Background: an optimization exercise with open tools, aiming at small area and a short achievable clock period. Do not read the settings as production practice.
Function not checked in this run: the RTL went through the layout flow alone.
Power and IR drop assume default switching activity.

[design/flow/config.mk]
export PLATFORM = sky130hd
export DESIGN_NAME = rob_top
export DESIGN_NICKNAME = rob_top
export VERILOG_FILES = /design/flow/design.v
export SDC_FILE = /design/flow/constraint.sdc
export NUM_CORES = 4
export LEC_CHECK = 0
export CAP_MARGIN = 20
export CORE_MARGIN = 2
export CORE_UTILIZATION = 40
export SLEW_MARGIN = 20
[design/flow/constraint.sdc]
create_clock -name core_clock -period 5.5 [get_ports {clk}]
set_input_delay 1.1000 -clock core_clock [delete_from_list [all_inputs] [get_ports {clk}]]
set_output_delay 1.1000 -clock core_clock [all_outputs]
set_load 0.01 [all_outputs]
[design/flow/design.v]
`timescale 1ns/100ps
`default_nettype none
module dispatch_alloc (
	input wire clk,
	input wire rst_n,
	input wire pipe_flush,
	input wire [2-1:0] disp_valid,
	input wire [2*53-1:0] disp_pkt,
	output logic [2-1:0] disp_ready,
	output logic [2*(4+1)-1:0] resp_tag,
	input wire [4:0] head_tag,
	input wire misp_pending,
	output logic [2-1:0] alloc_wr_en,
	output logic [2*4-1:0] alloc_wr_idx,
	output logic [2*56-1:0] alloc_wr_entry
);
	logic [4:0] tail_q;  
	logic [4:0] used_cnt;
	logic [4:0] free_cnt;
	logic [2-1:0] accept;
	logic [$clog2(2+1)-1:0] acc_cnt;
	logic [4:0] tag_k;
	logic [53-1:0] pkt_k;
	logic [1:0] exc_k;
	assign used_cnt = tail_q - head_tag;  
	assign free_cnt = (4+1)'(16) - used_cnt;
	always_comb begin
		acc_cnt = '0;
		for (int k = 0; k < 2; k++) begin
			pkt_k = disp_pkt[k*53 +: 53];
			disp_ready[k] = !misp_pending && !pipe_flush && (free_cnt > (4+1)'(k));
			accept[k] = disp_valid[k] && disp_ready[k];
			tag_k = tail_q + (4+1)'(k);
			resp_tag[k*(4+1) +: (4+1)] = tag_k;
			acc_cnt = acc_cnt + ($bits(acc_cnt))'(accept[k]);
			if (pkt_k[0]) begin
				exc_k = 2'd2;
			end else if (pkt_k[1]) begin
				exc_k = 2'd1;
			end else begin
				exc_k = 2'd0;
			end
			alloc_wr_en[k] = accept[k];
			alloc_wr_idx[k*4 +: 4] = tag_k[4-1:0];
			alloc_wr_entry[k*56 +: 56] = {1'b1, pkt_k[2] || (exc_k != 2'd0),
				pkt_k[3], 1'b0, 1'b0, exc_k, pkt_k[53-1:4]};
		end
	end
	always_ff @(posedge clk or negedge rst_n) begin
		if (!rst_n) begin
			tail_q <= '0;
		end else if (pipe_flush) begin
			tail_q <= '0;
		end else begin
			tail_q <= tail_q + (4+1)'(acc_cnt);
		end
	end
endmodule
`default_nettype wire
`timescale 1ns/100ps
`default_nettype none
module rob_slot #(
	parameter int unsigned slot_idx = 0
) (
	input wire clk,
	input wire rst_n,
	input wire pipe_flush,
	input wire [2-1:0] alloc_wr_en,
	input wire [2*4-1:0] alloc_wr_idx,
	input wire [2*56-1:0] alloc_wr_entry,
	input wire [2-1:0] wb_valid,
	input wire [2*(4+1)-1:0] wb_tag,
	input wire wb_br_misp,
	input wire wb_br_dir,
	input wire [2-1:0] ret_clr_en,
	input wire [4-1:0] ret_head_idx,
	input wire ret_flush,
	output logic [56-1:0] state
);
	localparam logic [4-1:0] my_idx = 4'(slot_idx);
	logic [2-1:0] alloc_hit;
	logic [2-1:0] clr_hit;
	logic [2-1:0] wb_hit;
	logic [56-1:0] alloc_entry;
	logic valid_q, complete_q, branch_q, dir_q, misp_q;
	logic [1:0] exc_q;
	logic [49-1:0] payload_q;
	always_comb begin
		alloc_entry = alloc_wr_entry[0 +: 56];
		for (int k = 0; k < 2; k++) begin
			alloc_hit[k] = alloc_wr_en[k] && (alloc_wr_idx[k*4 +: 4] == my_idx);
			clr_hit[k] = ret_clr_en[k] && (4'(ret_head_idx + 4'(k)) == my_idx);
			if (alloc_hit[k]) begin
				alloc_entry = alloc_wr_entry[k*56 +: 56];
			end
		end
		for (int p = 0; p < 2; p++) begin
			wb_hit[p] = wb_valid[p] && (wb_tag[p*(4+1) +: 4] == my_idx);
		end
	end
	always_ff @(posedge clk or negedge rst_n) begin
		if (!rst_n) begin
			valid_q <= 1'b0;
			complete_q <= 1'b0;
			branch_q <= 1'b0;
			dir_q <= 1'b0;
			misp_q <= 1'b0;
			exc_q <= 2'd0;
		end else if (pipe_flush) begin
			valid_q <= 1'b0;
			complete_q <= 1'b0;
		end else if (|alloc_hit) begin
			valid_q <= alloc_entry[55];
			complete_q <= alloc_entry[54];
			branch_q <= alloc_entry[53];
			dir_q <= alloc_entry[52];
			misp_q <= alloc_entry[51];
			exc_q <= alloc_entry[49 +: 2];
		end else begin
			if (valid_q && !complete_q && |wb_hit) begin
				complete_q <= 1'b1;
				if (wb_hit[0]) begin  
					misp_q <= wb_br_misp;
					dir_q <= wb_br_dir;
				end
			end
			if (|clr_hit || ret_flush) begin
				valid_q <= 1'b0;
			end
		end
	end
	always_ff @(posedge clk) begin
		if (|alloc_hit) begin
			payload_q <= alloc_entry[49-1:0];
		end
	end
	assign state = {valid_q, complete_q, branch_q, dir_q, misp_q, exc_q, payload_q};
endmodule
`default_nettype wire
`timescale 1ns/100ps
`default_nettype none
module retire_unit (
	input wire clk,
	input wire rst_n,
	input wire pipe_flush,
	input wire [16*56-1:0] slots,
	input wire [2-1:0] wb_valid,
	input wire [2*(4+1)-1:0] wb_tag,
	input wire wb_br_misp,
	input wire [32-1:0] wb_redirect_pc,
	output logic [2-1:0] ret_clr_en,
	output logic [4-1:0] ret_head_idx,
	output logic ret_flush,
	output logic [2-1:0] ret_valid,
	output logic [2*91-1:0] ret_pkt,
	output logic [4:0] head_tag,
	output logic misp_pending
);
	logic [4:0] head_q;
	logic [4-1:0] head_idx;
	logic [56-1:0] ent [2];
	logic [2-1:0] ret_en;
	logic [2-1:0] cut;
	logic [$clog2(2+1)-1:0] ret_cnt;
	logic misp_q;
	logic [4:0] misp_tag_q;
	logic [32-1:0] redirect_q;
	logic [4:0] new_dist;
	logic [4:0] old_dist;
	logic misp_wb;
	assign head_idx = head_q[4-1:0];
	always_comb begin
		for (int k = 0; k < 2; k++) begin
			ent[k] = slots[4'(head_idx + 4'(k))*56 +: 56];
			cut[k] = ent[k][51] || (ent[k][49 +: 2] != 2'd0);
		end
	end
	assign ret_en[0] = ent[0][55] && ent[0][54];
	assign ret_en[1] = ret_en[0] && !cut[0] && ent[1][55] && ent[1][54] &&
		!(ent[0][53] && ent[1][53]);
	always_comb begin
		ret_cnt = '0;
		for (int k = 0; k < 2; k++) begin
			ret_cnt = ret_cnt + ($bits(ret_cnt))'(ret_en[k]);
			ret_pkt[k*91 +: 91] = {ent[k][49-1:0], head_q + (4+1)'(k),
				ent[k][53], ent[k][52], ent[k][51], ent[k][49 +: 2],
				redirect_q};
		end
	end
	assign ret_valid = ret_en;
	assign ret_clr_en = ret_en;
	assign ret_head_idx = head_idx;
	assign ret_flush = |(ret_en & cut);
	assign head_tag = head_q;
	assign misp_pending = misp_q;
	always_ff @(posedge clk or negedge rst_n) begin
		if (!rst_n) begin
			head_q <= '0;
		end else if (pipe_flush) begin
			head_q <= '0;
		end else begin
			head_q <= head_q + (4+1)'(ret_cnt);
		end
	end
	assign misp_wb = wb_valid[0] && wb_br_misp;
	assign new_dist = wb_tag[0 +: 4+1] - head_q;
	assign old_dist = misp_tag_q - head_q;
	always_ff @(posedge clk or negedge rst_n) begin
		if (!rst_n) begin
			misp_q <= 1'b0;
			misp_tag_q <= '0;
			redirect_q <= '0;
		end else if (pipe_flush) begin
			misp_q <= 1'b0;
			misp_tag_q <= '0;
			redirect_q <= '0;
		end else if (misp_wb && (!misp_q || new_dist < old_dist)) begin
			misp_q <= 1'b1;
			misp_tag_q <= wb_tag[0 +: 4+1];
			redirect_q <= wb_redirect_pc;
		end
	end
endmodule
`default_nettype wire
`timescale 1ns/100ps
`default_nettype none
module rob_top (
	input wire clk,
	input wire rst_n,
	input wire pipe_flush,
	input wire [1:0] disp_valid,
	input wire [105:0] disp_pkt,  
	output wire [1:0] disp_ready,
	output wire [9:0] resp_tag,  
	input wire [1:0] wb_valid,
	input wire [9:0] wb_tag,  
	input wire wb_br_misp,
	input wire wb_br_dir,
	input wire [31:0] wb_redirect_pc,
	output wire [1:0] ret_valid,
	output wire [181:0] ret_pkt  
);
	logic [2-1:0] alloc_wr_en;
	logic [2*4-1:0] alloc_wr_idx;
	logic [2*56-1:0] alloc_wr_entry;
	logic [2-1:0] ret_clr_en;
	logic [4-1:0] ret_head_idx;
	logic ret_flush;
	logic [16*56-1:0] slot_state;
	logic [4:0] head_tag;
	logic misp_pending;
	dispatch_alloc u_alloc (
		.clk (clk),
		.rst_n (rst_n),
		.pipe_flush (pipe_flush),
		.disp_valid (disp_valid),
		.disp_pkt (disp_pkt),
		.disp_ready (disp_ready),
		.resp_tag (resp_tag),
		.head_tag (head_tag),
		.misp_pending (misp_pending),
		.alloc_wr_en (alloc_wr_en),
		.alloc_wr_idx (alloc_wr_idx),
		.alloc_wr_entry (alloc_wr_entry)
	);
	for (genvar i = 0; i < 16; i++) begin : g_slot
		rob_slot #(
			.slot_idx (i)
		) u_slot (
			.clk (clk),
			.rst_n (rst_n),
			.pipe_flush (pipe_flush),
			.alloc_wr_en (alloc_wr_en),
			.alloc_wr_idx (alloc_wr_idx),
			.alloc_wr_entry (alloc_wr_entry),
			.wb_valid (wb_valid),
			.wb_tag (wb_tag),
			.wb_br_misp (wb_br_misp),
			.wb_br_dir (wb_br_dir),
			.ret_clr_en (ret_clr_en),
			.ret_head_idx (ret_head_idx),
			.ret_flush (ret_flush),
			.state (slot_state[i*56 +: 56])
		);
	end
	retire_unit u_retire (
		.clk (clk),
		.rst_n (rst_n),
		.pipe_flush (pipe_flush),
		.slots (slot_state),
		.wb_valid (wb_valid),
		.wb_tag (wb_tag),
		.wb_br_misp (wb_br_misp),
		.wb_redirect_pc (wb_redirect_pc),
		.ret_clr_en (ret_clr_en),
		.ret_head_idx (ret_head_idx),
		.ret_flush (ret_flush),
		.ret_valid (ret_valid),
		.ret_pkt (ret_pkt),
		.head_tag (head_tag),
		.misp_pending (misp_pending)
	);
endmodule
`default_nettype wire
[design/flow/run.sh]
#!/bin/bash
# synth_recipe.tcl (not shown) runs the flow's synth.tcl, then flattens the netlist and writes it again
# the make line also repeats each setting of config.mk as NAME=value (left out here)
make -C /OpenROAD-flow-scripts/flow DESIGN_CONFIG=/design/flow/config.mk WORK_HOME=/design/flow/orfs CLKGATE_MAP_FILE= SYNTH_SCRIPT=/design/flow/synth_recipe.tcl finish
==> results.sh <==
export IMPL_grt_antenna_before_repair=20
export IMPL_tritoncts="done"
export IMPL_overflow=0
export IMPL_cts_max_path_buffers=3
export IMPL_synth_ff_type="edfxtp_1"
export IMPL_initial_core_util=0.403
export IMPL_die_w_um=376
export IMPL_clk_pin_slew_ns=0.06
export IMPL_drv_slew=0
export IMPL_fmax_mhz=187
export IMPL_slew_headroom=0.287
export IMPL_num_vias=34100
export IMPL_cp_max_fo=50
export IMPL_rows=136
export IMPL_numCtsBuffers=109
export IMPL_postSynthAreaPerCell_um2=16.3
export IMPL_final_nets=3762
export IMPL_synth_top_cell_area_share=0.424
export IMPL_pre_cts_slack_ns=0.655
export IMPL_grt_max_degree=126
export IMPL_final_common_cell="mux2_2"
export IMPL_drtAntennaViolNets=0
export IMPL_critical_path_endpoint_type="output port"
export IMPL_outcome="complete, no violations"
export IMPL_rsz0062_at_grt="false"
export IMPL_firstDrtPassIters=5
export IMPL_maxCapViolations=0
export IMPL_grt_pass1_wl_mm=258
export IMPL_fin_crit_sh=0.970
export IMPL_cts_hold_buf=0
export IMPL_place_gp_congestion=0.884
export IMPL_yosysWarnings=19
export IMPL_clk_latency_ns=0.74
export IMPL_final_cell_mix="mux2_2, edfxtp_1, mux4_2, clkdlybuf4s50_1, dfrtp_1"
export IMPL_fin_area_um2=64300
export IMPL_synth_edf_count=784
export IMPL_final_setup_viol_count=0
export IMPL_drcViolationCount=0
export IMPL_finalSetupTns_ns=0
export IMPL_vias_per_cell=6.25
export IMPL_clock_skew_final_ns=0.0280
export IMPL_p_leak_uw=0.0212
export IMPL_syn_area_um2=55500
export IMPL_worstSetupPathType="reg -> out"
export IMPL_syn_inst=3402
export IMPL_dpl_instance_area_um2=60700
export IMPL_required_ns=4.40
export IMPL_dieArea_um2=142000
export IMPL_wl_per_cell_um=32.9
export IMPL_clockRootBuffer="clkbuf_16"
export IMPL_synth_seq_area_share=0.497
export IMPL_wirelength_mm=180
export IMPL_hpwlAfterDp_mm=104
export IMPL_ir_drop_mv=0.249
export IMPL_clock_sinks=944
export IMPL_drtIter0Drc=3287
export IMPL_power_density_nw_per_um2=309
export IMPL_arrival_ns=4.24
export IMPL_synthesis_nets=3595
export IMPL_grt_util_all_layers=0.252
export IMPL_fp_dieH_um=376
export IMPL_hold_violations=0
export IMPL_htree_levels=3
export IMPL_ys_top_cells_by_area="edfxtp_1, mux4_2, mux2_2, dfrtp_1, mux2i_1"
export IMPL_finalPower_uw=19900
export IMPL_synthArstFlopShare=0.169
export IMPL_syn2layout_area_growth_pct=16.0
export IMPL_cp_start_kind="flip-flop"
export IMPL_ys_types=72
export IMPL_core_area_um2=137000
export IMPL_hold_path_class="in -> async"
export IMPL_yosysTopAreaCell="edfxtp_1"
export IMPL_fin_ws_ns=0.164
export IMPL_io_pins=353
export IMPL_grt_pass1_vias=35200
export IMPL_io_buffers=351
export IMPL_tightestPinTransition_ns=1.07
export IMPL_finalCriticalPeriod_ns=5.34
export IMPL_layout_drive_gt1_share=0.451
export IMPL_ys_ff_latch=944
[final cells by class]
class	instances	area, um^2
fillers	12000	73100
flip-flops and latches	944	27600
multi-input cells	2026	26100
repair buffers	454	4740
clock buffers	132	2860
well taps	1794	2240
clock inverters	73	686
inverters	34	155
diodes	6	15.0
[Yosys cell counts, types with 14 or more instances]
| library cell | instances |
|---|---|
| mux4_1 | 14 |
| edfxtp_1 | 784 |
| xnor2_1 | 16 |
| nand3_1 | 27 |
| ha_1 | 31 |
| nor2_1 | 127 |
| buf_1 | 21 |
| clkbuf_1 | 242 |
| mux4_2 | 531 |
| o22ai_1 | 16 |
| buf_2 | 87 |
| dfrtp_1 | 160 |
| buf_4 | 32 |
| mux2i_1 | 108 |
| nand2_1 | 88 |
| o21ai_0 | 38 |
| mux2_2 | 790 |
| a21oi_1 | 53 |
| inv_1 | 32 |
[cell families after synthesis]
| group | count (synthesis) | share of synthesized area |
|---|---|---|
| mux | 1444 | 0.402 |
| flops | 944 | 0.497 |
| buf+inv | 432 | 0.0362 |
| simple gates | 333 | 0.0287 |
| compound gates | 189 | 0.0230 |
| fa+ha+maj | 36 | 0.00880 |
| xor+xnor | 24 | 0.00426 |
[critical path: stages, from the launching register on]
cell and delay (ns):
dfrtp_4 0.60, inv_1 0.31, ha_4 0.49, buf_12 0.38, buf_4 0.29, mux4_2 0.35, mux4_2 0.52, clkdlybuf4s50_1 0.50
[metal layers]
| layer | vias up | routed length [um] | global-route usage |
|---|---|---|---|
| li1 | 14200 | - | - |
| met1 | 18400 | 71700 | 0.325 |
| met2 | 1271 | 91500 | 0.435 |
| met3 | 315 | 11000 | 0.0448 |
| met4 | 18 | 5320 | 0.0748 |
| met5 | - | 121 | 0 |
[report_power, final]
| part | total, uW | switching, uW | internal (uW) | leakage, uW |
|---|---|---|---|---|
| registers | 8230 | 163 | 8060 | 0.00926 |
| clock network | 7310 | 3130 | 4180 | 0.00172 |
| logic | 4370 | 2110 | 2260 | 0.0102 |
| total | 19900 | 5400 | 14500 | 0.0212 |
[final timing paths]
| kind | from | endpoint | slack [ns] | depth (start not counted) |
|---|---|---|---|---|
| worst max register to register | u_retire.head_q[0]$_DFF_PN0_ | g_slot[12].u_slot.payload_q[32]$_DFFE_PP_ | 0.63 | 14 |
| worst min-delay path | rst_n | u_alloc.tail_q[4]$_DFF_PN0_ | 0.34 | 1 |
| worst min register to register | g_slot[13].u_slot.branch_q$_DFFE_PN0P_ | g_slot[13].u_slot.branch_q$_DFFE_PN0P_ | 0.49 | 2 |
| worst max-delay path | u_retire.head_q[1]$_DFF_PN0_ | ret_pkt[150] | 0.16 | 7 |
| min in group core_clock | g_slot[13].u_slot.branch_q$_DFFE_PN0P_ | g_slot[13].u_slot.branch_q$_DFFE_PN0P_ | 0.49 | 2 |
| max in group asynchronous | rst_n | g_slot[0].u_slot.dir_q$_DFFE_PN0P_ | 3.99 | 2 |
[flip-flops by register name (all words and copies together) (netlist names)]
register and count:
g_slot.u_slot.misp_q 16, u_alloc.tail_q 5, g_slot.u_slot.exc_q 32, g_slot.u_slot.valid_q 16, u_retire.misp_q 1, g_slot.u_slot.dir_q 16
u_retire.redirect_q 32, g_slot.u_slot.complete_q 16, g_slot.u_slot.payload_q 784, u_retire.head_q 5, g_slot.u_slot.branch_q 16, u_retire.misp_tag_q 5
[metrics by stage]
stage / utilization / hold slack (ns) / instances
detailed placement: 0.442 / 0.485 / 5249
floorplan: - / 0.458 / 3402
global placement: 0.442 / 0.476 / 5249
CTS: 0.468 / 0.318 / 5457
global route: 0.468 / 0.356 / 5462
finish: 0.468 / 0.344 / 5463
[what timing repair did]
item | 4_1_cts | 5_1_grt
endpoints found under the setup margin | 27 | 21
endpoints found under the hold margin | 0 | 0
setup buffers | 3 | 0
resized for setup | 3 | 4
pin swaps | 1 | 0

## separate check: timing with driven ports
The results above use ideal ports. As a check the final layout listed here was re-extracted and re-timed, cells and wires unchanged. Step 1, drivers: a clkbuf_16 drives clk and a buf_2 each remaining input, both assumed. Step 2, shift: input delay + t, output delay - t, t = (earliest + latest rising clock arrival at the registers) / 2. This alone moves slack from input paths to output paths. Slacks: ideal / step 1 / step 2; pairs: ideal / step 1.
shift t [ns]: 0.800
slack for setup (ns): 0.164 / 0.088 / 0.630
worst setup path at the end: register to register
latest minus earliest clock arrival (ns): 0.030 / 0.030
cell pins on the clock port's net: 1
After both steps this run still meets setup and hold. For this run, drivers alone change the setup slack by -0.076 ns; drivers and shift together by +0.466 ns.
